Source: an optimization exercise on an open RTL-to-GDS flow (aim: small area). Production flows keep margins and buffers that such runs may drop. In this exercise RTL edits were held to simulation tests only and were not proved equivalent to the original. Power figures rest on the tool's default switching activity, not on a simulated workload. No driver is modelled on the clock port, so clocking that relies on it looks cheaper here than on a real chip.

Design dht_segment_writer, start of the top module:
module dht_segment_writer
#(
    parameter int MAX_SYMS  = 256,
    parameter int SYM_IDX_W = 8
) (
    input  logic                 clk,
    input  logic                 rst_n,
    input  logic                 bits_we,
    input  logic [3:0]           bits_idx,
    input  logic [7:0]           bits_val,
    input  logic                 val_we,
    input  logic [SYM_IDX_W-1:0] val_idx,
    input  logic [7:0]           val_data,
    input  logic                 start,
    input  logic [3:0]           tc,
    input  logic [3:0]           th,
    output logic                 busy,
    output logic                 done,
    output logic                 err,
    output logic                 out_valid,
    input  logic                 out_ready,
    output logic [7:0]           out_data,
    output logic                 out_last,
    output logic                 code_we,
    output logic [7:0]           code_sym,
    output logic [15:0]          code_val,
    output logic [4:0]           code_len
);
For scale: about 5200 cells after synthesis, about 2300 flip-flops, roughly 0.087 mm² of cells after synthesis.
==> flow/config.mk <==
export PLATFORM = sky130hd
export DESIGN_NAME = dht_segment_writer
export DESIGN_NICKNAME = dht_segment_writer
export VERILOG_FILES = /design/flow/design.v
export SDC_FILE = /design/flow/constraint.sdc
export NUM_CORES = 4
export LEC_CHECK = 0
export CAP_MARGIN = 10
export CORE_MARGIN = 2
export CORE_UTILIZATION = 40
export GPL_TIMING_DRIVEN = 0
export SLEW_MARGIN = 10
export SYNTH_HIERARCHICAL = 1
==> flow/constraint.sdc <==
create_clock -name core_clock -period 8.0 [get_ports {clk}]
set_input_delay 1.6000 -clock core_clock [delete_from_list [all_inputs] [get_ports {clk}]]
set_output_delay 1.6000 -clock core_clock [all_outputs]
set_load 0.01 [all_outputs]
standard.sh (not shown) runs the stock make flow with config.mk's settings and CLKGATE_MAP_FILE= SYNTH_SCRIPT=/design/flow/synth_recipe.tcl, a recipe that flattens the netlist after the stock synthesis.
==> flow/flow/run.sh <==
#!/bin/bash
# Standard ORFS layout with two changes: port buffers use the smallest buffer cell, and
# clock tree synthesis uses clkbuf_8 sink clusters without dummy load cells.
set -euo pipefail
export BUFFER_PORTS_ARGS="-buffer_cell sky130_fd_sc_hd__buf_1"
export CTS_ARGS="-sink_clustering_enable -repair_clock_nets -dont_use_dummy_load -buf_list sky130_fd_sc_hd__clkbuf_8 -sink_clustering_size 14 -sink_clustering_max_diameter 70"
bash standard.sh > standard.log 2>&1
The first run ran to the end with violations: max-capacitance violations, max-slew violations.
==> next run, changes <==
--- a/flow/config.mk
+++ b/flow/config.mk
@@ -7,7 +7,6 @@
 export LEC_CHECK = 0
-export CAP_MARGIN = 10
+export CAP_MARGIN = 20
 export CORE_MARGIN = 2
 export CORE_UTILIZATION = 40
-export GPL_TIMING_DRIVEN = 0
-export SLEW_MARGIN = 10
+export SLEW_MARGIN = 20
 export SYNTH_HIERARCHICAL = 1
Result: The changed run finished with timing, DRC and antenna clean; register-to-register slack improved by 1.1 ns; via count went down by 6.3%; wire length went down by 12%.
==> next run, changes <==
--- a/flow/config.mk
+++ b/flow/config.mk
@@ -9,3 +9,3 @@
 export CORE_MARGIN = 2
-export CORE_UTILIZATION = 40
+export CORE_UTILIZATION = 55
 export SLEW_MARGIN = 20
Synthesized cell count does not change.
Die area fell by a quarter to a third.
Routed wire length hardly moves.
Count of clock-buffer cells in the layout goes up by 4.
First-iteration DRC count drops slightly.
Final cell count drops by roughly a tenth.

========
## job 101
Another version of the RTL of dht_segment_writer (not shown whole).
Size in the first run: about 4,600 cells after synthesis, roughly 85 I/O pins, ~0.083 mm^2 of cells after synthesis.
==> flow/design.v (excerpt) <==
module dht_segment_writer
#(
    parameter int MAX_SYMS  = 256,
    parameter int SYM_IDX_W = 8
) (
    input  logic                 clk,
    input  logic                 rst_n,
    input  logic                 bits_we,
    input  logic [3:0]           bits_idx,
    input  logic [7:0]           bits_val,
    input  logic                 val_we,
    input  logic [SYM_IDX_W-1:0] val_idx,
    input  logic [7:0]           val_data,
    input  logic                 start,
    input  logic [3:0]           tc,
    input  logic [3:0]           th,
    output logic                 busy,
    output logic                 done,
    output logic                 err,
    output logic                 out_valid,
    input  logic                 out_ready,
    output logic [7:0]           out_data,
    output logic                 out_last,
    output logic                 code_we,
    output logic [7:0]           code_sym,
    output logic [15:0]          code_val,
    output logic [4:0]           code_len
);
    localparam logic [2:0] S_IDLE  = 3'b000;
    localparam logic [2:0] S_ERR   = 3'b001;   
    localparam logic [2:0] S_DONE  = 3'b010;
    localparam logic [2:0] S_CHECK = 3'b011;
    localparam logic [2:0] S_HDR   = 3'b100;
    localparam logic [2:0] S_BITS  = 3'b101;
    localparam logic [2:0] S_VALP  = 3'b110;   
    localparam logic [2:0] S_VALS  = 3'b111;   
  ...
==> flow/config.mk <==
export PLATFORM = sky130hd
export DESIGN_NAME = dht_segment_writer
export DESIGN_NICKNAME = dht_segment_writer
export VERILOG_FILES = /design/flow/design.v
export SDC_FILE = /design/flow/constraint.sdc
export NUM_CORES = 4
export LEC_CHECK = 0
export CAP_MARGIN = 20
export CORE_MARGIN = 2
export CORE_UTILIZATION = 40
export SLEW_MARGIN = 20
export SYNTH_HIERARCHICAL = 1
==> flow/constraint.sdc <==
create_clock -name core_clock -period 8.0 [get_ports {clk}]
set_input_delay 1.6000 -clock core_clock [delete_from_list [all_inputs] [get_ports {clk}]]
set_output_delay 1.6000 -clock core_clock [all_outputs]
set_load 0.01 [all_outputs]
==> flow/flow/run.sh <==
#!/bin/bash
# Standard ORFS layout with two changes: port buffers use the smallest buffer cell, and
# clock tree synthesis uses clkbuf_8 sink clusters without dummy load cells.
set -euo pipefail
export BUFFER_PORTS_ARGS="-buffer_cell sky130_fd_sc_hd__buf_1"
export CTS_ARGS="-sink_clustering_enable -repair_clock_nets -dont_use_dummy_load -buf_list sky130_fd_sc_hd__clkbuf_4 -sink_clustering_size 8 -sink_clustering_max_diameter 50"
bash standard.sh > standard.log 2>&1
Both conditions hold for job 101: the flow ran to the end and the final layout passed the timing, DRC and antenna checks.
The following lists how job 102 was set up differently from job 101:
==> flow/flow/run.sh <==
#!/bin/bash
# Standard ORFS layout with two changes: port buffers use the smallest buffer cell, and
# clock tree synthesis uses clkbuf_8 sink clusters without dummy load cells.
set -euo pipefail
export BUFFER_PORTS_ARGS="-buffer_cell sky130_fd_sc_hd__buf_1"
export CTS_ARGS="-sink_clustering_enable -repair_clock_nets -dont_use_dummy_load -buf_list sky130_fd_sc_hd__clkbuf_16 -sink_clustering_size 32 -sink_clustering_max_diameter 100"
bash standard.sh > standard.log 2>&1
[summary]
- From job 101 to job 102 the numbers moved as follows: power share of the clock group now sits lower; total nets after synthesis now sits at about the same level.
- Comparing job 102 and job 101, final standard cell count with taps included and fillers excluded is lower on job 102.
- Job 102 against job 101: net load switching power has decreased; routing usage on met3 has decreased; register clock-pin slew on the reported worst setup and hold paths has increased; setup slack has decreased.
- Per the comparison of job 102 with job 101, share of final layout cell area taken by non-clock buffers saw little to no change, via count went down.
diff inputs: job 102 => job 103
==> flow/flow/run.sh <==
#!/bin/bash
# Standard ORFS layout with two changes: port buffers use the smallest buffer cell, and
# clock tree synthesis uses clkbuf_8 sink clusters without dummy load cells.
set -euo pipefail
export BUFFER_PORTS_ARGS="-buffer_cell sky130_fd_sc_hd__buf_1"
export CTS_ARGS="-sink_clustering_enable -repair_clock_nets -dont_use_dummy_load -buf_list sky130_fd_sc_hd__clkbuf_8 -sink_clustering_size 16 -sink_clustering_max_diameter 70"
bash standard.sh > standard.log 2>&1
## What came out
Re setup slack: job 103 and job 102 aren't equal, and the lower value belongs to job 103.
Taking job 102 as the reference, in job 103 relative area change from synthesis to final layout has increased, stage delay of the slowest cell on the critical path has increased, period utilization has increased, area of all placed cells without fillers has remained practically unchanged, combinational share of power has remained practically unchanged.
Job 103 — part of the total power dissipated in the clock network 0.4 points higher, job 102 as reference
The share of the final layout cell area in multi-input gates of job 102 and that of job 103 are within noise of each other.
Final core utilization of job 102 is on par with job 103.
After detailed routing, job 102 needs less wire than job 103.
Job 103 ended up with a higher total via count after detailed routing than job 102 did.

what the ideal ports hide:
The flow's constraints put no driver on any port. The routed layouts listed below were extracted and timed again, unchanged, in two steps.
Step 1 (the two cells are an assumption about what drives the block):
set clk [get_ports {clk}]
set_driving_cell -lib_cell sky130_fd_sc_hd__clkbuf_16 $clk
set_driving_cell -lib_cell sky130_fd_sc_hd__buf_2 [delete_from_list [all_inputs] $clk]
Step 2 moves the port delays by t, midway between the first and last clock arrival at a register: inputs arrive t later, outputs are due t later. That takes back most of the time a late clock gives input paths.
Slacks: ideal / step 1 / step 2; pairs: ideal / step 1.
| run | t (ns) | setup WS [ns] | clock arrival spread, ns | pins driven straight from the clock port |
|---|---|---|---|---|
| the first run of note 1 | 1.012 | 0.240 / 0.240 / -0.102 | 0.108 / 0.109 | 1 |
| the second run of note 1 | 1.028 | 1.328 / 1.328 / 1.048 | 0.098 / 0.098 | 1 |
| the third run of note 1 | 1.000 | 1.677 / 1.677 / 1.149 | 0.121 / 0.121 | 1 |
| job 101 | 1.328 | 1.322 / 1.322 / 0.697 | 0.188 / 0.188 | 1 |
| job 102 | 0.812 | 1.313 / 1.313 / 0.709 | 0.122 / 0.121 | 1 |
| job 103 | 0.974 | 1.236 / 1.236 / 0.669 | 0.133 / 0.133 | 1 |
For job 101, which loses most, drivers alone change the setup slack by 0.000 ns; drivers and shift together by -0.625 ns.
